This design comes from an exercise in tuning for small area and a short achievable clock period on the open sky130 flow, not from production work.
Function was checked by simulation only, so behaviour that the tests miss may differ from the original.
No activity file was given, so power comes from the tool's default toggle rates.

## job 103
// param_systolic_array
module param_systolic_array #(
  parameter int N      = sa_pkg::SA_N_DEF,
  parameter int DW     = sa_pkg::SA_DW_DEF,
  parameter int AW     = sa_pkg::sa_acc_width(N, DW),
  parameter bit SIGNED = 1'b0
) (
  input  logic            clk,
  input  logic            rst,
  input  logic            clear,
  input  logic            in_valid,
  output logic            in_ready,
  input  logic [N*DW-1:0] in_data,
  input  logic            w_valid,
  output logic            w_ready,
  input  logic [DW-1:0]   w_data,
  output logic            out_valid,
  output logic [N*AW-1:0] out_data,
  output sa_pkg::sa_state_e dbg_state
);
  localparam int NW = 25;
  localparam int VS = 9;
  sa_pkg::sa_state_e state_q, state_d;
  logic [4:0]    cnt_q, cnt_d;
  logic [VS-1:0] valid_q;
  logic          wzero_q;    
  logic [7:0]    shadow_q [NW];
  logic [7:0]    active_q [NW];
  logic [39:0]   xd_q [7];
  logic [8:0]    x3_q [N];   
  logic          busy, take, in_fire, w_fire, commit;
  assign busy      = state_q[1];    
  assign in_ready  = ~busy & ~rst;
  assign w_ready   = ~busy & ~rst;
  assign take      = ~busy & ~clear;
  assign in_fire   = in_valid & take;
  assign w_fire    = w_valid & take;
  assign commit    = (state_q == sa_pkg::S_COMMIT);
  assign out_valid = valid_q[VS-1];
  assign dbg_state = state_q;
  always_comb begin
    state_d = state_q;
    cnt_d   = cnt_q;
    case (state_q)
      sa_pkg::S_IDLE, sa_pkg::S_LOAD: begin
        if (w_fire) begin
          if (cnt_q == 5'd24) begin
            state_d = sa_pkg::S_DRAIN;
            cnt_d   = 5'd0;
          end else begin
            state_d = sa_pkg::S_LOAD;
            cnt_d   = cnt_q + 5'd1;
          end
        end
      end
      sa_pkg::S_DRAIN:  if (valid_q == '0) state_d = sa_pkg::S_COMMIT;
  ...
Size in the first run: ~1000 flip-flops.
==> flow/config.mk <==
export PLATFORM = sky130hd
export DESIGN_NAME = param_systolic_array
export DESIGN_NICKNAME = param_systolic_array
export VERILOG_FILES = /design/flow/design.v
export SDC_FILE = /design/flow/constraint.sdc
export NUM_CORES = 4
export LEC_CHECK = 0
export CAP_MARGIN = 20
export CORE_MARGIN = 2
export CORE_UTILIZATION = 35
export CTS_BUF_LIST = sky130_fd_sc_hd__clkbuf_4 sky130_fd_sc_hd__clkbuf_8
export CTS_CLUSTER_DIAMETER = 60
export CTS_CLUSTER_SIZE = 12
export SLEW_MARGIN = 20
export SYNTH_HIERARCHICAL = 1
==> flow/constraint.sdc <==
create_clock -name core_clock -period 10.0 [get_ports {clk}]
set_input_delay 2.0000 -clock core_clock [delete_from_list [all_inputs] [get_ports {clk}]]
set_output_delay 2.0000 -clock core_clock [all_outputs]
set_load 0.01 [all_outputs]
standard.sh (not shown) runs the stock make flow with config.mk's settings and CLKGATE_MAP_FILE= SYNTH_SCRIPT=/design/flow/synth_recipe.tcl, a recipe that flattens the netlist after the stock synthesis.
==> flow/flow/run.sh <==
#!/bin/bash
set -uo pipefail
bash standard.sh SETUP_SLACK_MARGIN=5.7 "BUFFER_PORTS_ARGS=-buffer_cell sky130_fd_sc_hd__buf_1" finish > standard_flow.log 2>&1
status=$?
tail -40 standard_flow.log
exit $status
The following lists how job 105 was set up differently from job 103:
- putting PLACE_DENSITY at 0.5 where nothing was set
- swapping 35 for 45 in CORE_UTILIZATION
- putting CELL_PAD_IN_SITES_DETAIL_PLACEMENT at 1 where nothing was set
- putting CELL_PAD_IN_SITES_GLOBAL_PLACEMENT at 1 where nothing was set
## What came out
- Reported for job 103 and job 105, number of routed nets with antenna violations turned out identical to the last digit.
- Job 105 — combined global-route utilization of all metal layers 11 points higher, job 103 as reference
- When job 105 is set beside job 103, its maximum VDD drop turns out to be 67% larger.
- Internal power: job 105 vs job 103 up 32 uW
- Wire: job 105 routes more than job 103
- Compare job 103 and job 105 | sequential share of layout area higher: job 105
- Job 105 vs. job 103: vertical extent of the die went down by 12%.
- Compared to job 103, job 105 has total of cells resized after clock tree synthesis 130% higher.
- Changes observed in job 105 relative to job 103: cell area has remained practically unchanged; setup slack has remained practically unchanged; final cell count without fillers has decreased.

-- separate check: timing with driven ports --
How much do the figures lean on ideal ports? The routed layouts below were timed once more, with nothing changed but the port constraints.
Step 1 (the two cells are an assumption about what drives the block):
set clk [get_ports {clk}]
set_driving_cell -lib_cell sky130_fd_sc_hd__clkbuf_16 $clk
set_driving_cell -lib_cell sky130_fd_sc_hd__buf_2 [delete_from_list [all_inputs] $clk]
Step 2 adds t to the input delays and takes it off the output delays; t is the mean of the earliest and latest rising clock arrival at the registers after step 1. Input paths then give back, and output paths get back, about the clock's delay inside the block.
a / b / c = ideal ports / drivers / drivers and shift; a / b = the first two.
run	shift t [ns]	slack for setup (ns)	latest minus earliest clock arrival (ns)	worst register clock-pin slew, ns
job 103	0.939	5.665 / 5.631 / 5.631	0.076 / 0.076	0.10 / 0.10
job 105	0.893	5.665 / 5.665 / 5.399	0.059 / 0.059	0.11 / 0.11
After both steps setup and hold are still met in every run listed. The setup slack of job 105, which loses most, moves by 0.000 ns with the drivers and by -0.266 ns with both steps.
